Source: an optimization exercise on an open RTL-to-GDS flow (aim: small area). Production flows keep margins and buffers that such runs may drop. At most, simulation tests tie the RTL to the original design; equivalence was not proved. For run 2, only the layout was checked, not whether the RTL still works. No activity file was given, so power comes from the tool's default toggle rates.

## flow/flow/run.sh

```bash
#!/bin/bash
# Layout flow: the standard ORFS flow (standard.sh) with these changes:
#  - after the standard synthesis, its combinational gates are re-mapped with a
#    stronger ABC script (flow/reopt.tcl); the flip-flops stay exactly as the
#    standard synthesis made them (same cells, names and connections);
#  - every input and output port still gets its own buffer, but the smallest
#    one (buf_1) instead of the default clkdlybuf4s50_1;
#  - the clock tree is built from clkbuf_4 cells without dummy loads;
#  - the constant outputs share one tie cell each for 0 and 1 (no tie fanout repair).
# Logs: synth.log, reopt.log (with reopt_before.txt/reopt_after.txt area
# reports) and standard.log here; each ORFS step's own log is in orfs/logs/.
set -euo pipefail
export BUFFER_PORTS_ARGS="-buffer_cell sky130_fd_sc_hd__buf_1"
export SKIP_REPAIR_TIE_FANOUT=1
export CTS_ARGS="-sink_clustering_enable -repair_clock_nets -dont_use_dummy_load -buf_list sky130_fd_sc_hd__clkbuf_4 -sink_clustering_size 10 -sink_clustering_max_diameter 40"
res=orfs/results/$FLOW_PLATFORM/window_clipped_box_coverage_core/base
bash standard.sh synth > synth.log 2>&1
yosys -c flow/reopt.tcl > reopt.log 2>&1
rm -f "$res/1_synth.odb" "$res/1_synth.sdc"
bash standard.sh > standard.log 2>&1
```

## flow/flow/reopt.tcl

```tcl
# Re-map the combinational logic of the standard synthesis netlist with a
# stronger ABC script. Flip-flops (their cells, names and connections) are left
# as the standard synthesis made them; only the gates between them change.
yosys -import
set lib $::env(FLOW_HOME)/platforms/$::env(FLOW_PLATFORM)/lib/sky130_fd_sc_hd__tt_025C_1v80.lib
set res orfs/results/$::env(FLOW_PLATFORM)/window_clipped_box_coverage_core/base
set dont_use {sky130_fd_sc_hd__probe_p_8 sky130_fd_sc_hd__probec_p_8 sky130_fd_sc_hd__lpflow_bleeder_1 sky130_fd_sc_hd__lpflow_clkbufkapwr_1 sky130_fd_sc_hd__lpflow_clkbufkapwr_16 sky130_fd_sc_hd__lpflow_clkbufkapwr_2 sky130_fd_sc_hd__lpflow_clkbufkapwr_4 sky130_fd_sc_hd__lpflow_clkbufkapwr_8 sky130_fd_sc_hd__lpflow_clkinvkapwr_1 sky130_fd_sc_hd__lpflow_clkinvkapwr_16 sky130_fd_sc_hd__lpflow_clkinvkapwr_2 sky130_fd_sc_hd__lpflow_clkinvkapwr_4 sky130_fd_sc_hd__lpflow_clkinvkapwr_8 sky130_fd_sc_hd__lpflow_decapkapwr_12 sky130_fd_sc_hd__lpflow_decapkapwr_3 sky130_fd_sc_hd__lpflow_decapkapwr_4 sky130_fd_sc_hd__lpflow_decapkapwr_6 sky130_fd_sc_hd__lpflow_decapkapwr_8 sky130_fd_sc_hd__lpflow_inputiso0n_1 sky130_fd_sc_hd__lpflow_inputiso0p_1 sky130_fd_sc_hd__lpflow_inputiso1n_1 sky130_fd_sc_hd__lpflow_inputiso1p_1 sky130_fd_sc_hd__lpflow_inputisolatch_1 sky130_fd_sc_hd__lpflow_isobufsrc_1 sky130_fd_sc_hd__lpflow_isobufsrc_16 sky130_fd_sc_hd__lpflow_isobufsrc_2 sky130_fd_sc_hd__lpflow_isobufsrc_4 sky130_fd_sc_hd__lpflow_isobufsrc_8 sky130_fd_sc_hd__lpflow_isobufsrckapwr_16 sky130_fd_sc_hd__lpflow_lsbuf_lh_hl_isowell_tap_1 sky130_fd_sc_hd__lpflow_lsbuf_lh_hl_isowell_tap_2 sky130_fd_sc_hd__lpflow_lsbuf_lh_hl_isowell_tap_4 sky130_fd_sc_hd__lpflow_lsbuf_lh_isowell_4 sky130_fd_sc_hd__lpflow_lsbuf_lh_isowell_tap_1 sky130_fd_sc_hd__lpflow_lsbuf_lh_isowell_tap_2 sky130_fd_sc_hd__lpflow_lsbuf_lh_isowell_tap_4 }
read_liberty -wb -ignore_miss_func $lib
read_verilog $res/1_2_yosys.v
hierarchy -top $::env(FLOW_TOP)
select -set comb t:sky130_fd_sc_hd__* t:sky130_fd_sc_hd__*df* %d
tee -o reopt_before.txt stat -liberty $lib
flatten -wb @comb
select -clear
opt -purge
set du_args {}
foreach c $dont_use { lappend du_args -dont_use $c }
abc -liberty $lib {*}$du_args -script "+strash;dc2;dc2;&get -n;&deepsyn -T 60;&nf -a -R 1000 -E 100 -A 20;&put"
opt_clean -purge
splitnets
opt_clean -purge
hilomap -singleton -hicell sky130_fd_sc_hd__conb_1 HI -locell sky130_fd_sc_hd__conb_1 LO

tee -o reopt_after.txt stat -liberty $lib
check -assert -mapped
write_verilog -noattr -nohex -nodec $res/1_2_yosys.v
```

## flow/standard.sh

```bash
#!/bin/bash
# synth_recipe.tcl (not shown) runs the flow's synth.tcl, then flattens the netlist and writes it again
# the make line also repeats each setting of config.mk as NAME=value (left out here)
make -C /OpenROAD-flow-scripts/flow DESIGN_CONFIG=/design/flow/config.mk WORK_HOME=/design/flow/orfs CLKGATE_MAP_FILE= SYNTH_SCRIPT=/design/flow/synth_recipe.tcl "${@:-finish}"
```

## flow/config.mk

```make
export PLATFORM = sky130hd
export DESIGN_NAME = window_clipped_box_coverage_core
export DESIGN_NICKNAME = window_clipped_box_coverage_core
export VERILOG_FILES = /design/flow/design.v
export SDC_FILE = /design/flow/constraint.sdc
export NUM_CORES = 4
export LEC_CHECK = 0
export ABC_AREA = 1
export CAP_MARGIN = 20
export CORE_MARGIN = 2
export CORE_UTILIZATION = 75
export CTS_BUF_LIST = sky130_fd_sc_hd__clkbuf_8
export CTS_CLUSTER_DIAMETER = 60
export CTS_CLUSTER_SIZE = 20
export GPL_TIMING_DRIVEN = 0
export SLEW_MARGIN = 20
```

## flow/constraint.sdc

```tcl
create_clock -name core_clock -period 10.0 [get_ports {clk}]
set_input_delay 2.0000 -clock core_clock [delete_from_list [all_inputs] [get_ports {clk}]]
set_output_delay 2.0000 -clock core_clock [all_outputs]
set_load 0.01 [all_outputs]
```

## flow/design.v

```verilog
`timescale 1ns / 1ps
package wcbc_pkg;
  localparam int MAX_DIM_DEF   = 4096;
  localparam int AREA_BITS_DEF = 40;
  localparam int CRD_W      = 15;    
  localparam int RA_W       = 17;
  localparam int CNT_W      = 16;
  localparam int OUT_AREA_W = 40;
  localparam int RATIO_W    = 24;
  localparam int FRAC_W     = 16;
  localparam int QDEPTH     = 2;
  localparam int CFG_ADDR_W = 4;
  localparam int CFG_DATA_W = 32;
  localparam logic [RA_W-1:0]  ONE_Q16 = 17'h10000;
  localparam logic [CNT_W-1:0] CNT_MAX = 16'hFFFF;
  localparam logic [1:0] CMD_BEGIN = 2'd0;
  localparam logic [1:0] CMD_BOX   = 2'd1;
  localparam logic [1:0] CMD_END   = 2'd2;
  localparam logic [1:0] REG_ROOT_ALPHA  = 2'd0;
  localparam logic [1:0] REG_AREA_THR    = 2'd1;
  localparam logic [1:0] REG_COUNT_THR   = 2'd2;
  localparam logic [RA_W-1:0]  ROOT_ALPHA_RST = 17'd65536;
  localparam logic [RA_W-1:0]  AREA_THR_RST   = 17'd32768;
  localparam logic [CNT_W-1:0] COUNT_THR_RST  = 16'd10;
  typedef enum logic [1:0] {
    OP_BEGIN = 2'd0,
    OP_BOX   = 2'd1,
    OP_END   = 2'd2
  } op_t;
  typedef struct packed {
    logic [1:0]  command;
    logic [12:0] image_width;
    logic [12:0] image_height;
    logic [11:0] box_left;
    logic [11:0] box_top;
    logic [12:0] box_width;
    logic [12:0] box_height;
  } in_item_t;
  typedef struct packed {
    logic                  full_screen;
    logic [CNT_W-1:0]      boxes_inside;
    logic [OUT_AREA_W-1:0] covered_area;
    logic [RATIO_W-1:0]    area_ratio;
  } out_item_t;
  typedef struct packed {
    logic [RA_W-1:0]  root_alpha;
    logic [RA_W-1:0]  area_threshold;
    logic [CNT_W-1:0] count_threshold;
  } cfg_t;
  typedef struct packed {
    op_t              op;
    logic [CRD_W-1:0] x0;
    logic [CRD_W-1:0] y0;
    logic [CRD_W-1:0] x1;
    logic [CRD_W-1:0] y1;
  } q_entry_t;
  typedef struct packed {
    logic full;
    logic not_empty;
  } q_stat_t;
endpackage
`timescale 1ns / 1ps
module window_clipped_box_coverage_core #(
  parameter int MAX_DIM   = wcbc_pkg::MAX_DIM_DEF,
  parameter int AREA_BITS = wcbc_pkg::AREA_BITS_DEF
) (
  input  logic                  clk,
  input  logic                  rst_n,
  input  logic                  in_valid,
  input  logic [77:0]           in_item,
  output logic                  in_stall,
  output logic                  out_valid,
  output logic [80:0]           out_item,
  input  logic                  out_stall,
  input  logic                  cfg_psel,
  input  logic                  cfg_penable,
  input  logic                  cfg_pwrite,
  input  logic [wcbc_pkg::CFG_ADDR_W-1:0] cfg_paddr,
  input  logic [wcbc_pkg::CFG_DATA_W-1:0] cfg_pwdata,
  output logic [wcbc_pkg::CFG_DATA_W-1:0] cfg_prdata,
  output logic                  cfg_pready
);
  logic [16:0] ra_r, at_r;
  logic [15:0] ct_r;
  logic        cfg_wr;
  assign cfg_pready = 1'b1;
  assign cfg_wr     = cfg_psel & cfg_penable & cfg_pwrite;
  always_ff @(posedge clk) begin
    if (!rst_n) begin
      ra_r <= 17'h10000;
      at_r <= 17'h08000;
      ct_r <= 16'd10;
    end else if (cfg_wr) begin
      case (cfg_paddr[3:2])
        2'd0: ra_r <= cfg_pwdata[16:0];
        2'd1: at_r <= cfg_pwdata[16:0];
        2'd2: ct_r <= cfg_pwdata[15:0];
        default: ;
      endcase
    end
  end
  always_comb begin
    case (cfg_paddr[3:2])
      2'd0:    cfg_prdata = {15'd0, ra_r};
      2'd1:    cfg_prdata = {15'd0, at_r};
      2'd2:    cfg_prdata = {16'd0, ct_r};
      default: cfg_prdata = 32'd0;
    endcase
  end
  localparam logic [3:0] ST_IDLE    = 4'd0,
                         ST_CLR     = 4'd1,
                         ST_BX_X    = 4'd2,
                         ST_BX_Y    = 4'd3,
                         ST_BX_INC  = 4'd4,
                         ST_BX_MUL  = 4'd5,
                         ST_BX_FILL = 4'd6,
                         ST_TAKE    = 4'd7,    
                         ST_BG_X    = 4'd8,
                         ST_BG_Y    = 4'd9,
                         ST_BG_A    = 4'd10,
                         ST_BG_ACPY = 4'd11,
                         ST_BG_W    = 4'd12,
                         ST_EN_SAT  = 4'd13,
                         ST_EN_DIV  = 4'd14,
                         ST_EN_CMP  = 4'd15;
  function automatic logic lt5(input logic [4:0] a, input logic [4:0] b);   
    integer i;
    lt5 = 1'b0;
    for (i = 0; i < 5; i = i + 1) lt5 = (~a[i] & b[i]) | (~(a[i] ^ b[i]) & lt5);
  endfunction
  function automatic logic [4:0] inc5(input logic [4:0] a);
    inc5 = {a[4] ^ (&a[3:0]), a[3] ^ (&a[2:0]), a[2] ^ (&a[1:0]), a[1] ^ a[0], ~a[0]};
  endfunction
  logic [3:0]  st_r, st_nx;
  logic        hi;              
  logic [4:0]  m;
  logic [4:0]  j_r, j_nx;       
  logic        pe;              
  logic        k0;              
  logic        mend;            
  assign mend = (m == 5'd24);
  assign pe   = hi & mend;
  assign k0   = ~hi & (m == 5'd0);
  function automatic logic klt(input logic h, input logic [4:0] mm, input logic [4:0] x);
    klt = ~h | lt5(mm, x);
  endfunction
  logic [39:0] s_r;
  logic [15:0] c_r;
  logic [23:0] q_r;
  logic [24:0] r_r;
  logic [24:0] a_r;
  logic [49:0] w_r;
  logic        ov_r, fs;
  logic        cy_r;            
  logic        bb_r;            
  logic        gl_r, lr_r;      
  logic        hit_r;           
  logic        sk_r;            
  logic        sub_r;           
  logic        dly_r;
  logic [12:0] iw, ih, wc, hc, bw, bh;
  logic [11:0] bl, bt;
  logic [1:0]  cmd;
  assign cmd = in_item[77:76];
  assign iw  = in_item[75:63];
  assign ih  = in_item[62:50];
  assign bl  = in_item[49:38];
  assign bt  = in_item[37:26];
  assign bw  = in_item[25:13];
  assign bh  = in_item[12:0];
  assign wc  = iw[12] ? 13'h1000 : iw;
  assign hc  = ih[12] ? 13'h1000 : ih;
  logic        ax, tsel;
  assign ax   = (st_r == ST_BX_Y);
  assign tsel = ax ^ hi;
  logic [31:0] f1v, f2v;
  logic        f1, f2;          
  assign f1v = {4'd0, bt, 4'd0, bl};
  assign f2v = {3'd0, bh, 3'd0, bw};
  assign f1  = f1v[{ax, m[3:0]}];
  assign f2  = f2v[{ax, m[3:0]}];
  logic [31:0] atr;
  logic        ctb, atb;
  always_comb begin
    atr = 32'd0;
    for (int i = 0; i <= 23; i++) atr[i] = (23 - i <= 16) ? at_r[23 - i] : 1'b0;
  end
  assign ctb = ct_r[m[3:0]];
  assign atb = atr[m];
  logic [15:0] dimv;
  logic [3:0]  didx;
  logic        dbit;
  logic dsel, dcap;
  logic [31:0] dimr;
  assign dsel = (st_r == ST_BG_Y) || (st_r == ST_BG_W && j_r[1]);
  assign dimr = {3'd0, ih, 3'd0, iw};
  assign didx = (st_r == ST_BG_W) ? m[3:0] : j_r[3:0];
  assign dcap = dsel ? ih[12] : iw[12];
  assign dbit = dcap ? (didx == 4'd12) : dimr[{dsel, didx}];
  logic        abit;
  logic [31:0] rav;
  assign rav  = {15'd0, ra_r};
  assign abit = ra_r[16] ? (m == 5'd16) : rav[m];
  logic fa_a, fa_b, fa_ci, fa_s, fa_co;
  assign fa_s  = fa_a ^ fa_b ^ fa_ci;
  assign fa_co = (fa_a & fa_b) | (fa_a & fa_ci) | (fa_b & fa_ci);
  logic wlb, wrb;               
  logic mlt13;
  assign mlt13 = lt5(m, 5'd13);
  assign wlb = lt5(m, 5'd12) & (tsel ? w_r[25] : w_r[0]);
  assign wrb = mlt13 & (tsel ? w_r[37] : w_r[12]);
  logic rb, lb, bbi, dd, bb_nx;  
  assign rb    = lr_r ? fa_s : wrb;
  assign lb    = gl_r ? f1 : wlb;
  assign bbi   = (m != 5'd0) & bb_r;
  assign dd    = rb ^ lb ^ bbi;
  assign bb_nx = (~rb & lb) | (~(rb ^ lb) & bbi);
  logic csrc;                   
  assign csrc = j_r[1] ? c_r[0] : s_r[0];
  logic wsub;                   
  assign wsub = ~j_r[0];
  logic dvsub;                  
  assign dvsub = (m == 5'd0) ? ~r_r[24] : sub_r;
  logic [7:0] srev;             
  assign srev = {s_r[0], s_r[1], s_r[2], s_r[3], s_r[4], s_r[5], s_r[6], s_r[7]};
  logic dvin;                   
  assign dvin = (m == 5'd0) ? ((j_r[4:2] == 3'd0) & srev[{j_r[1:0], hi}]) : dly_r;
  logic rneg;
  assign rneg = k0 ? r_r[24] : sub_r;
  always_comb begin
    fa_a  = 1'b0;
    fa_b  = 1'b0;
    fa_ci = k0 ? 1'b0 : cy_r;
    case (st_r)
      ST_BX_X, ST_BX_Y: begin
        fa_a  = f1;
        fa_b  = f2;
        fa_ci = (m == 5'd0) ? 1'b0 : cy_r;
      end
      ST_BX_INC: begin
        fa_a  = c_r[0];
        fa_ci = k0 ? 1'b1 : cy_r;
      end
      ST_BX_MUL: begin
        fa_a = s_r[0];
        fa_b = q_r[23] & r_r[0] & ~hi;
      end
      ST_BG_X, ST_BG_Y: begin
        fa_a = (j_r != 5'd0 && !(hi && m == 5'd18)) ? ((st_r == ST_BG_X) ? s_r[0] : c_r[0]) : 1'b0;
        fa_b = hi & lt5(m, 5'd17) & dbit & abit;
      end
      ST_BG_W: begin
        fa_a = dbit;
        fa_b = csrc ^ wsub;
      end
      ST_BG_A: begin
        fa_a = (j_r != 5'd0 && !(hi && m == 5'd4)) ? w_r[0] : 1'b0;
        fa_b = c_r[9] & s_r[9];
      end
      ST_EN_SAT: begin
        fa_a  = s_r[8];
        fa_b  = ~(~hi & a_r[0]);
        fa_ci = k0 ? 1'b1 : cy_r;
      end
      ST_EN_DIV: begin
        fa_a  = dvin;
        fa_b  = a_r[0] ^ dvsub;
        fa_ci = (m == 5'd0) ? dvsub : cy_r;
      end
      ST_EN_CMP: begin
        fa_a = r_r[0];
        fa_b = rneg & a_r[0];
      end
      default: ;
    endcase
  end
  logic take, bg_take;
  assign bg_take = (st_r == ST_TAKE) && (cmd == 2'd0);
  assign take = ((st_r == ST_IDLE) && pe && !ov_r && in_valid && cmd[1]) ||
                ((st_r == ST_TAKE) && !(bg_take && cfg_wr));
  assign in_stall = ~take;
  logic c_all1;
  assign c_all1 = &c_r;
  logic bg_state;
  assign bg_state = (st_r == ST_BG_X) || (st_r == ST_BG_Y) ||
                    (st_r == ST_BG_A) || (st_r == ST_BG_ACPY) || (st_r == ST_BG_W) ||
                    bg_take;
  always_comb begin
    st_nx = st_r;
    j_nx  = j_r;
    if (pe) j_nx = inc5(j_r);
    case (st_r)
      ST_IDLE: begin
        j_nx = 5'd0;
        if (pe && !ov_r && in_valid) begin
          case (cmd)
            2'd0: st_nx = ST_BG_X;
            2'd1: st_nx = ST_BX_X;
            2'd2: st_nx = ST_EN_SAT;
            default: st_nx = ST_IDLE;
          endcase
        end
      end
      ST_CLR: if (pe) st_nx = ST_IDLE;
      ST_BX_X: if (pe) st_nx = ST_BX_Y;
      ST_BX_Y: begin
        j_nx = 5'd0;
        if (pe) st_nx = !hit_r ? ST_TAKE : (c_all1 ? ST_BX_MUL : ST_BX_INC);
      end
      ST_BX_INC: begin
        j_nx = 5'd0;
        if (pe) st_nx = ST_BX_MUL;
      end
      ST_BX_MUL: if (pe && j_r == 5'd12) st_nx = hit_r ? ST_BX_FILL : ST_TAKE;
      ST_BX_FILL: if (pe) st_nx = ST_TAKE;
      ST_TAKE: st_nx = ST_IDLE;
      ST_BG_X, ST_BG_Y: begin
        if (pe && j_r == 5'd12) begin
          j_nx  = 5'd0;
          st_nx = (st_r == ST_BG_X) ? ST_BG_Y : ST_BG_A;
        end
      end
      ST_BG_A: if (pe && j_r == 5'd28) st_nx = ST_BG_ACPY;
      ST_BG_ACPY: begin
        j_nx = 5'd0;
        if (pe) st_nx = ST_BG_W;
      end
      ST_BG_W: if (pe && j_r == 5'd3) st_nx = ST_TAKE;
      ST_EN_SAT: begin
        j_nx = 5'd0;
        if (pe) st_nx = hit_r ? ST_EN_CMP : ST_EN_DIV;
      end
      ST_EN_DIV: if (pe && j_r == 5'd11) st_nx = ST_EN_CMP;
      ST_EN_CMP: if (pe) st_nx = ST_IDLE;
      default: st_nx = ST_IDLE;
    endcase
    if (bg_state && cfg_wr) st_nx = ST_IDLE;
  end
  always_ff @(posedge clk) begin
    if (!rst_n) begin
      st_r <= ST_CLR;
      hi   <= 1'b0;
      m    <= 5'd0;
      j_r  <= 5'd0;
      ov_r <= 1'b0;
    end else begin
      st_r <= st_nx;
      m    <= mend ? 5'd0 : inc5(m);
      if (mend) hi <= ~hi;
      j_r  <= j_nx;
      if (st_r == ST_EN_CMP && pe) ov_r <= 1'b1;
      else if (!out_stall) ov_r <= 1'b0;
    end
  end
  logic s_en, s_in, q_en, q_in, c_en, c_in;
  logic r_in, a_in;
  logic w48_en, w48_in, w23_en, w35_en, w10_en, wx_in;
  always_comb begin
    s_en = 1'b0; s_in = s_r[0];
    q_en = 1'b0; q_in = c_r[0];
    c_en = 1'b0; c_in = q_r[23];
    r_in = r_r[0];
    a_in = a_r[0];
    w48_en = 1'b0; w48_in = 1'b0;
    w23_en = 1'b0; w35_en = 1'b0; w10_en = 1'b0; wx_in = fa_s;
    case (st_r)
      ST_CLR: begin
        s_en = 1'b1; s_in = 1'b0;
        q_en = 1'b1; q_in = 1'b0; c_en = 1'b1;
        a_in = 1'b0;
        w48_en = 1'b1;
      end
      ST_BX_X: begin
        if (hi) r_in = mlt13 & dd;
      end
      ST_BX_Y: begin
        if (hi && lt5(m, 5'd24)) begin
          q_en = 1'b1;
          q_in = mlt13 & dd;
        end
      end
      ST_BX_INC: begin
        c_en = ~hi & lt5(m, 5'd16);
        c_in = fa_s;
      end
      ST_BX_MUL: begin
        s_en = klt(hi, m, 5'd15);
        s_in = fa_s;
        if (!hi) r_in = (m != 5'd0) & dly_r;
        q_en = hi & (m == 5'd14);
        q_in = 1'b0;
      end
      ST_BX_FILL: begin
        s_en = klt(hi, m, 5'd15);
        s_in = 1'b1;
      end
      ST_BG_X: begin
        s_en = hi ? lt5(m, 5'd19) : ~lt5(m, 5'd3);
        s_in = fa_s;
      end
      ST_BG_Y: begin
        q_en = hi ? lt5(m, 5'd19) : ~lt5(m, 5'd3);
        c_en = q_en;
        q_in = fa_s;
      end
      ST_BG_A: begin
        s_en = klt(hi, m, 5'd15);
        q_en = hi & (m == 5'd14); c_en = q_en;
        w48_en = klt(hi, m, 5'd5);
        w48_in = fa_s;
      end
      ST_BG_ACPY: begin
        if (!hi) a_in = w_r[3];
        q_en = ~hi & lt5(m, 5'd11); c_en = q_en;
      end
      ST_BG_W: begin
        if (j_r[1]) begin
          q_en = klt(hi, m, 5'd15); c_en = q_en;
          if (j_r[0]) q_in = 1'b0;
        end else begin
          s_en = klt(hi, m, 5'd15);
          if (j_r[0]) s_in = 1'b0;
        end
        if (hi && m != 5'd0 && lt5(m, 5'd14)) begin
          case (j_r[1:0])
            2'd0: w23_en = 1'b1;
            2'd1: w35_en = 1'b1;
            2'd2: begin w48_en = 1'b1; w48_in = fa_s; end
            default: w10_en = 1'b1;
          endcase
        end
      end
      ST_EN_SAT: begin
        s_en = klt(hi, m, 5'd15);
        if (!hi) r_in = s_r[8];
      end
      ST_EN_DIV: begin
        r_in = fa_s;
        q_en = (m == 5'd24);
        q_in = ~fa_s;
      end
      ST_EN_CMP: begin
        c_en = ~hi & lt5(m, 5'd16);
        c_in = c_r[0];
        q_en = lt5(m, 5'd24) & (hi | hit_r);
        q_in = hi ? q_r[23] : 1'b1;
      end
      default: ;
    endcase
  end
  logic [49:0] w_nx;
  always_comb begin
    w_nx = {w_r[0], w_r[49:1]};
    if (w48_en) w_nx[48] = w48_in;
    if (w23_en) w_nx[23] = wx_in;
    if (w35_en) w_nx[35] = wx_in;
    if (w10_en) w_nx[10] = wx_in;
  end
  always_ff @(posedge clk) begin
    if (s_en) s_r <= {s_in, s_r[39:1]};
    if (q_en) q_r <= {q_r[22:0], q_in};
    if (c_en) c_r <= {c_in, c_r[15:1]};
    r_r <= {r_in, r_r[24:1]};
    a_r <= {a_in, a_r[24:1]};
    w_r <= w_nx;
  end
  always_ff @(posedge clk) begin
    cy_r  <= fa_co;
    dly_r <= r_r[0];
    case (st_r)
      ST_BX_X, ST_BX_Y: begin
        if (!hi) begin
          if (lt5(m, 5'd14)) begin
            gl_r <= (f1 ^ wlb) ? f1 : ((m == 5'd0) ? 1'b0 : gl_r);
            lr_r <= (fa_s ^ wrb) ? wrb : ((m == 5'd0) ? 1'b0 : lr_r);
          end
        end else begin
          bb_r <= bb_nx;
          sk_r <= ((m != 5'd0) & sk_r) | dd;
          if (m == 5'd13) hit_r <= (ax ? hit_r : 1'b1) & ~bb_nx & (sk_r | dd);
          if (pe && ax) hit_r <= 1'b0;
        end
      end
      ST_BX_MUL: begin
        if (hi && m == 5'd14) hit_r <= hit_r | fa_co;
      end
      ST_BG_W: begin
        if (!hi && m == 5'd9) sk_r <= csrc;
        else if (!hi) sk_r <= sk_r | csrc;
        if (hi && m == 5'd0) begin
          if (wsub) cy_r <= ~(dbit ? (csrc & sk_r) : (csrc | sk_r));
          else      cy_r <= dbit & csrc;
        end
      end
      ST_EN_SAT: begin
        if (hi && m == 5'd6) hit_r <= fa_co;
      end
      ST_EN_DIV: begin
        if (m == 5'd0) sub_r <= ~r_r[24];
      end
      ST_EN_CMP: begin
        if (k0) sub_r <= r_r[24];
        if (!hi) sk_r <= (~k0 & sk_r) | fa_s;
        if (!hi && lt5(m, 5'd16)) bb_r <= (c_r[0] ^ ctb) ? c_r[0] : (~k0 & bb_r);
        if (hi && lt5(m, 5'd24)) begin
          if (m == 5'd0) gl_r <= 1'b0;
          if ((m == 5'd0 || !gl_r) && (q_r[23] ^ atb)) begin
            gl_r <= 1'b1;
            lr_r <= q_r[23];
          end
        end
      end
      default: ;
    endcase
  end
  assign out_valid = ov_r;
  assign fs        = (gl_r ? lr_r : sk_r) & bb_r;
  assign out_item  = {fs, c_r, s_r, q_r};
endmodule
```

==> impl_metrics.env, run 1 <==
export IMPL_antenna_found_initial=0
export IMPL_cts_clk_slew_worst_paths_ps=120
export IMPL_first_global_vias=8610
export IMPL_nNetsFinal=1172
export IMPL_critical_path_peak_fanout=16
export IMPL_fmax_ghz=0.161
export IMPL_slew_headroom=0.260
export IMPL_crit_required_ps=10570
export IMPL_rsz0062_at_grt="false"
export IMPL_path_class="flip-flop to flip-flop"
export IMPL_outcome="finished clean"
export IMPL_rr_endpoint="sk_r"
export IMPL_clk_latency_ps=710
export IMPL_min_from="w_r[20]"
export IMPL_final_period_utilization=0.623
export IMPL_drt_total_wl_um=31900
export IMPL_cts_hold_fix_buffers=0
export IMPL_p_per_area_mw_per_mm2=153
export IMPL_cts_setup_buffers=0
export IMPL_io_pins=237
export IMPL_hp_class="flip-flop to flip-flop"
export IMPL_start_kind="flip-flop"
export IMPL_reg2reg_depth=18
export IMPL_dieArea_mm2=0.0133
export IMPL_vias=9127
export IMPL_area_delta_synth_final_pct=13.5
export IMPL_leakagePower_nw=3.90
export IMPL_p_comb_frac=0.059
export IMPL_n_antenna_cell=0
export IMPL_p_int_mw=1.23
export IMPL_dp_cells=1187
export IMPL_rows=40
export IMPL_dp_worst_setup_slack_ps=4090
export IMPL_ys_warn_count=1
export IMPL_tns_ps=0
export IMPL_tightestPinTransition_ps=1110
export IMPL_stdcell_count=1217
export IMPL_drc=0
export IMPL_timing_final_ws_setup_ps=3770
export IMPL_cts_sinks=254
export IMPL_drtIter0Drc=2145
export IMPL_hold_viol=0
export IMPL_cap_violations=0
export IMPL_holdPathEnd="w_r[19]"
export IMPL_reg2reg_slack_ps=3770
export IMPL_clk_path_buf_depth=3
export IMPL_grt_pass1_wl_um=47100
export IMPL_synthCells=814
export IMPL_endpoint_kind="flip-flop"
export IMPL_peakVddDrop_mv=0.172
export IMPL_initial_utilization=0.770
export IMPL_core_mm2=0.0121
export IMPL_cts_tree="built"
export IMPL_viasPerCell=7.50
export IMPL_numCtsBuffers=30
export IMPL_power_mw=1.62
export IMPL_gr_total_overflow=0
export IMPL_layout_drive_gt1_share=0.0381
export IMPL_drv_slew=0
export IMPL_ant_nets=0
export IMPL_fin_util=0.874
export IMPL_cts_root_buffer="clkbuf_4"
export IMPL_r2r_start="st_r[2]"
export IMPL_synth_fp_nets=935
export IMPL_firstDrtPassIters=15
export IMPL_post_synth_cell_area_avg_um2=11.4
export IMPL_port_buffers=203
export IMPL_grt_max_degree=28
export IMPL_dpl_hpwl_um=21800
export IMPL_min_period_ps=6230
export IMPL_place_gp_congestion=1.02
export IMPL_critPathArrivalTime_ps=6790
export IMPL_clkPwrFrac=0.281
export IMPL_finalSetupViolCount=0
export IMPL_cts_resized=0
export IMPL_whs_path_depth=0
export IMPL_switching_power_mw=0.389
export IMPL_die_h_um=115
export IMPL_finClkSkew_ps=95.5
export IMPL_syn_area_mm2=0.00929
export IMPL_die_w_um=115
export IMPL_htree_levels=1
export IMPL_swShare=0.240
export IMPL_grt_usage=0.467
export IMPL_wl_per_cell_um=26.2
export IMPL_seqPwrFrac=0.660
## critical path, cell delays in order, from the launching register on
cell	delay, ps
dfxtp_1	660
nand2_1	350
nor3_2	730
nand2_1	160
o21ai_0	230
nor2_1	80
a221oi_1	210
o211ai_1	120
o311a_1	150
o32ai_1	700
a21oi_1	230
xor2_1	260
xor2_1	560
o21ai_0	260
xor2_1	340
xor2_1	350
nor2_1	110
a2111oi_0	420
a211o_1	180
## registers in the layout, summed over array words and instances (netlist names), 4 cells and up
signal and cells:
ct_r 16, m 5, at_r 17, a_r 25, ra_r 17, r_r 25, c_r 16, s_r 40
j_r 5, st_r 4, q_r 24, w_r 50
## cell usage in the layout (no fill, tap or decap), types with 3 or more instances in the layout
cell type,n
o221ai_1,6
a2111oi_0,6
a221oi_1,3
dfxtp_1,168
and2_0,8
o21ai_0,61
nor3_1,20
clkinv_1,36
nand2_1,71
o211ai_1,4
nand3_1,14
a22o_1,46
o22a_1,6
nand2b_1,12
nor2_1,61
o22ai_1,18
buf_1,203
nand4_1,10
or3_1,5
mux2i_1,4
xor2_1,6
o311ai_0,6
a22oi_1,7
o31ai_1,6
a222oi_1,26
a21oi_1,37
or2_0,4
xnor2_1,3
a21o_1,3
nor2b_2,4
edfxtp_1,86
o32ai_1,10
a31oi_1,9
a41oi_1,5
clkbuf_4,30
a311oi_1,3
nor2b_1,7
and3_1,4
## stage by stage
step / hold slack [ps] / instance area [um^2]
after global routing: 258 / 10500
after detailed placement: 312 / 10300
after CTS: 245 / 10500
final: 293 / 10500
after global placement: 310 / 10300
after floorplan: 310 / 9290
## power groups by stage
stage	Clock, mW	Combinational [mW]	Sequential [mW]
2_1_floorplan	0	0.0451	1.09
5_1_grt	0.480	0.0976	1.07
6_report	0.455	0.0956	1.07
3_3_place_gp	0	0.0800	1.09
3_5_place_dp	0	0.0861	1.09
4_1_cts	0.445	0.0884	1.07
## layer usage
metal  up-vias  share of wire  wire length, um  track usage
met5         -              0                0            0
met4         0          0.086             2730        0.300
met3       344           0.14             4550        0.138
met2      1048           0.45            14300        0.729
met1      4095           0.32            10200        0.570
li1       3640              -                -            -
## layout make-up
type,instances,area [um^2]
Clock buffer,30,225
Multi-Input combinational cell,524,3230
Inverter,36,135
Tap cell,168,210
Sequential cell,254,5950
Fill cell,543,1520
Timing Repair Buffer,205,797
## how the worst max path moves through the flow
| stage | startpoint | to |
|---|---|---|
| finish | st_r[2] | sk_r |
| global route | st_r[2] | sk_r |
| CTS | st_r[2] | sk_r |
| detailed placement | in_item[53] | sk_r |
| global placement | st_r[2] | sk_r |
| floorplan | cfg_paddr[2] | cfg_prdata[11] |
==> run 2, diff against run 1 <==
--- a/flow/design.v
+++ b/flow/design.v
@@ -114,7 +114,7 @@
                          ST_BX_INC  = 4'd4,
                          ST_BX_MUL  = 4'd5,
                          ST_BX_FILL = 4'd6,
-                         ST_TAKE    = 4'd7,    
+                         ST_OUT     = 4'd7,    
                          ST_BG_X    = 4'd8,
                          ST_BG_Y    = 4'd9,
                          ST_BG_A    = 4'd10,
@@ -150,7 +150,7 @@
   logic [24:0] r_r;
   logic [24:0] a_r;
   logic [49:0] w_r;
-  logic        ov_r, fs;
+  logic        fs;
   logic        cy_r;            
   logic        bb_r;            
   logic        gl_r, lr_r;      
@@ -274,17 +274,18 @@
       default: ;
     endcase
   end
-  logic take, bg_take;
-  assign bg_take = (st_r == ST_TAKE) && (cmd == 2'd0);
-  assign take = ((st_r == ST_IDLE) && pe && !ov_r && in_valid && cmd[1]) ||
-                ((st_r == ST_TAKE) && !(bg_take && cfg_wr));
+  logic take;
+  assign take = pe && (((st_r == ST_IDLE) && in_valid && cmd[1]) ||
+                       ((st_r == ST_BX_Y) && !hit_r) ||
+                       ((st_r == ST_BX_MUL) && (j_r == 5'd12) && !hit_r) ||
+                       (st_r == ST_BX_FILL) ||
+                       ((st_r == ST_BG_W) && (j_r == 5'd3) && !cfg_wr));
   assign in_stall = ~take;
   logic c_all1;
   assign c_all1 = &c_r;
   logic bg_state;
   assign bg_state = (st_r == ST_BG_X) || (st_r == ST_BG_Y) ||
-                    (st_r == ST_BG_A) || (st_r == ST_BG_ACPY) || (st_r == ST_BG_W) ||
-                    bg_take;
+                    (st_r == ST_BG_A) || (st_r == ST_BG_ACPY) || (st_r == ST_BG_W);
   always_comb begin
     st_nx = st_r;
     j_nx  = j_r;
@@ -292,7 +293,7 @@
     case (st_r)
       ST_IDLE: begin
         j_nx = 5'd0;
-        if (pe && !ov_r && in_valid) begin
+        if (pe && in_valid) begin
           case (cmd)
             2'd0: st_nx = ST_BG_X;
             2'd1: st_nx = ST_BX_X;
@@ -305,15 +306,14 @@
       ST_BX_X: if (pe) st_nx = ST_BX_Y;
       ST_BX_Y: begin
         j_nx = 5'd0;
-        if (pe) st_nx = !hit_r ? ST_TAKE : (c_all1 ? ST_BX_MUL : ST_BX_INC);
+        if (pe) st_nx = !hit_r ? ST_IDLE : (c_all1 ? ST_BX_MUL : ST_BX_INC);
       end
       ST_BX_INC: begin
         j_nx = 5'd0;
         if (pe) st_nx = ST_BX_MUL;
       end
-      ST_BX_MUL: if (pe && j_r == 5'd12) st_nx = hit_r ? ST_BX_FILL : ST_TAKE;
-      ST_BX_FILL: if (pe) st_nx = ST_TAKE;
-      ST_TAKE: st_nx = ST_IDLE;
+      ST_BX_MUL: if (pe && j_r == 5'd12) st_nx = hit_r ? ST_BX_FILL : ST_IDLE;
+      ST_BX_FILL: if (pe) st_nx = ST_IDLE;
       ST_BG_X, ST_BG_Y: begin
         if (pe && j_r == 5'd12) begin
           j_nx  = 5'd0;
@@ -325,13 +325,14 @@
         j_nx = 5'd0;
         if (pe) st_nx = ST_BG_W;
       end
-      ST_BG_W: if (pe && j_r == 5'd3) st_nx = ST_TAKE;
+      ST_BG_W: if (pe && j_r == 5'd3) st_nx = ST_IDLE;
       ST_EN_SAT: begin
         j_nx = 5'd0;
         if (pe) st_nx = hit_r ? ST_EN_CMP : ST_EN_DIV;
       end
       ST_EN_DIV: if (pe && j_r == 5'd11) st_nx = ST_EN_CMP;
-      ST_EN_CMP: if (pe) st_nx = ST_IDLE;
+      ST_EN_CMP: if (pe) st_nx = ST_OUT;
+      ST_OUT: if (!out_stall) st_nx = ST_IDLE;
       default: st_nx = ST_IDLE;
     endcase
     if (bg_state && cfg_wr) st_nx = ST_IDLE;
@@ -342,14 +343,11 @@
       hi   <= 1'b0;
       m    <= 5'd0;
       j_r  <= 5'd0;
-      ov_r <= 1'b0;
     end else begin
       st_r <= st_nx;
       m    <= mend ? 5'd0 : inc5(m);
       if (mend) hi <= ~hi;
       j_r  <= j_nx;
-      if (st_r == ST_EN_CMP && pe) ov_r <= 1'b1;
-      else if (!out_stall) ov_r <= 1'b0;
     end
   end
   logic s_en, s_in, q_en, q_in, c_en, c_in;
@@ -513,7 +511,7 @@
       default: ;
     endcase
   end
-  assign out_valid = ov_r;
+  assign out_valid = (st_r == ST_OUT);
   assign fs        = (gl_r ? lr_r : sk_r) & bb_r;
   assign out_item  = {fs, c_r, s_r, q_r};
 endmodule
--- a/flow/config.mk
+++ b/flow/config.mk
@@ -8,7 +8,7 @@
 export ABC_AREA = 1
 export CAP_MARGIN = 20
 export CORE_MARGIN = 2
-export CORE_UTILIZATION = 75
+export CORE_UTILIZATION = 70
 export CTS_BUF_LIST = sky130_fd_sc_hd__clkbuf_8
 export CTS_CLUSTER_DIAMETER = 60
 export CTS_CLUSTER_SIZE = 20
==> run 2 against run 1 <==
  * Non-clock buffer count stayed put
  * Sequential share of layout area is 0.49 points lower
  * Area after synthesis is 0.24% higher
  * Highest routed layer unchanged
  * Die area increased by 7.1%
  * Clock-buffer cell count unchanged
  * Utilization fell by 6.7 points
  * Still clean
  * Worst hold slack better by 18 ps
  * Worst setup slack worse by 570 ps
==> impl_metrics.env, run 2 <==
export IMPL_synth_fp_nets=935
export IMPL_place_gp_congestion=1.07
export IMPL_cts_tree="built"
export IMPL_dpl_hpwl_um=20000
export IMPL_port_buffers=203
export IMPL_area_delta_synth_final_pct=13.9
export IMPL_stdcell_count=1227
export IMPL_swShare=0.231
export IMPL_syn_area_mm2=0.00931
export IMPL_clkPwrFrac=0.272
export IMPL_reg_largest_list="w_r: 50 flops, s_r: 40 flops"
export IMPL_cap_violations=0
export IMPL_die_h_um=119
export IMPL_fin_hold_ws_ps=311
export IMPL_cts_resized=0
export IMPL_final_cell_mix="203 x buf_1, 167 x dfxtp_1, 86 x edfxtp_1"
export IMPL_cts_clk_slew_worst_paths_ps=100
export IMPL_largest_reg_flops=50
export IMPL_grt_pass1_wl_um=42800
export IMPL_hp_class="flip-flop to flip-flop"
export IMPL_cts_root_buffer="clkbuf_4"
export IMPL_firstDrtPassIters=8
export IMPL_final_seq_area_mm2=0.00593
export IMPL_io_pins=237
export IMPL_fmax_ghz=0.147
export IMPL_outcome="finished clean"
export IMPL_top_register="w_r"
export IMPL_tightestPinTransition_ps=1110
export IMPL_gr_total_overflow=0
export IMPL_core_mm2=0.0131
export IMPL_viasPerCell=6.91
export IMPL_start_kind="flip-flop"
export IMPL_finClkSkew_ps=44.8
export IMPL_p_int_mw=1.23
export IMPL_htree_levels=1
export IMPL_switching_power_mw=0.370
export IMPL_p_comb_frac=0.062
export IMPL_peakVddDrop_mv=0.155
export IMPL_nNetsFinal=1172
export IMPL_die_w_um=119
export IMPL_antenna_found_initial=2
export IMPL_first_global_vias=7712
export IMPL_ant_nets=0
export IMPL_finalSetupViolCount=0
export IMPL_vias=8475
export IMPL_tns_ps=0
export IMPL_dp_cells=1195
export IMPL_path_class="flip-flop to flip-flop"
export IMPL_rows=42
export IMPL_multi_input_area_mm2=0.00329
export IMPL_rsz0062_at_grt="false"
export IMPL_drc=0
export IMPL_clk_latency_ps=650
export IMPL_power_mw=1.60
export IMPL_hold_viol=0
export IMPL_wl_per_cell_um=23.0
export IMPL_slew_headroom=0.256
export IMPL_drtIter0Drc=1592
export IMPL_grt_max_degree=25
export IMPL_numCtsBuffers=30
export IMPL_cts_setup_buffers=0
export IMPL_layout_commonest_cell="buf_1"
export IMPL_synthCells=814
export IMPL_critPathArrivalTime_ps=7220
export IMPL_final_period_utilization=0.679
export IMPL_initial_utilization=0.709
export IMPL_drt_total_wl_um=28300
export IMPL_post_synth_cell_area_avg_um2=11.4
export IMPL_endpoint_kind="flip-flop"
export IMPL_min_period_ps=6790
export IMPL_clk_path_buf_depth=3
export IMPL_ys_warn_count=1
export IMPL_leakagePower_nw=3.87
export IMPL_p_per_area_mw_per_mm2=151
export IMPL_seqPwrFrac=0.666
export IMPL_dieArea_mm2=0.0142
export IMPL_critical_path_peak_fanout=18
export IMPL_drv_slew=0
export IMPL_grt_usage=0.384
export IMPL_cts_sinks=253
export IMPL_n_fill_cell=860
export IMPL_layout_drive_gt1_share=0.0410
export IMPL_crit_required_ps=10430
export IMPL_cts_hold_fix_buffers=0
-- run 2: critical path: stages (launching register included) --
cell      delay, ps
dfxtp_1         800
or2_0           470
nor2_1          290
buf_4           260
o21ai_0         780
o22ai_1         150
or4_1           420
o21ai_0         120
o21ai_0         150
a21oi_1         410
a21oi_1         200
xnor2_1         210
xnor2_1         830
o21ai_0         280
xor2_1          330
xor2_1          260
nand3_1         120
a21boi_0        170
o21ai_0         310
-- run 2: stage by stage --
stage	instance area (um^2)	setup WS [ps]	util
finish	10600	3210	0.807
global route	10600	2920	0.807
CTS	10600	3600	0.806
detailed placement	10400	3690	0.789
global placement	10300	3540	0.784
floorplan	9310	5020	-
-- run 2: path summary, 6_finish.rpt --
| path | from | end | slack, ps | cells after the start |
|---|---|---|---|---|
| worst min-delay path | a_r[10] | a_r[9] | 310 | 0 |
| worst max register to register | st_r[0] | q_r[0] | 3210 | 18 |
| worst max-delay path | st_r[0] | q_r[0] | 3210 | 18 |
| worst min register to register | a_r[10] | a_r[9] | 310 | 0 |
-- run 2: power groups by stage --
stage | clock [mW] | sequential, mW | combinational [mW]
final | 0.435 | 1.07 | 0.0998
after detailed placement | 0 | 1.09 | 0.0944
after floorplan | 0 | 1.09 | 0.0527
after CTS | 0.435 | 1.06 | 0.0949
after global routing | 0.473 | 1.07 | 0.105
after global placement | 0 | 1.09 | 0.0917
-- run 2: layer usage --
layer / GRT usage / vias up / share of wire
li1: - / 3640 / -
met1: 0.518 / 3940 / 0.37
met2: 0.608 / 760 / 0.45
met3: 0.0905 / 135 / 0.13
met4: 0.154 / 0 / 0.045
met5: 0 / - / 0
-- run 2: area by class of cell --
cell class                      count  share of cell area
Timing Repair Buffer              205              0.0752
Clock buffer                       30              0.0212
Multi-Input combinational cell    525               0.311
Antenna cell                        2            0.000472
Inverter                           36              0.0127
Sequential cell                   253               0.559
Tap cell                          176              0.0208

[separate check: timing with driven ports]
The flow's constraints put no driver on any port. The routed layouts listed below were extracted and timed again, unchanged, in two steps.
Step 1, drivers: a clkbuf_16 drives clk and a buf_2 each remaining input, both assumed.
Step 2 times the ports against the registers' clock, not the clock port: input delays grow and output delays shrink by t, the midpoint of the rising clock arrivals with the driver on.
Slacks: ideal ports / drivers / drivers and shift; pairs: ideal ports / drivers.
run	shift t [ns]	slack for setup (ns)	worst slew at a driven data input, ns
run 1	0.704	3.775 / 3.775 / 3.677	0.06
run 2	0.665	3.209 / 3.209 / 3.209	0.09
After both steps setup and hold are still met in every run listed. The setup slack of run 1, which loses most, moves by 0.000 ns with the drivers and by -0.098 ns with both steps.
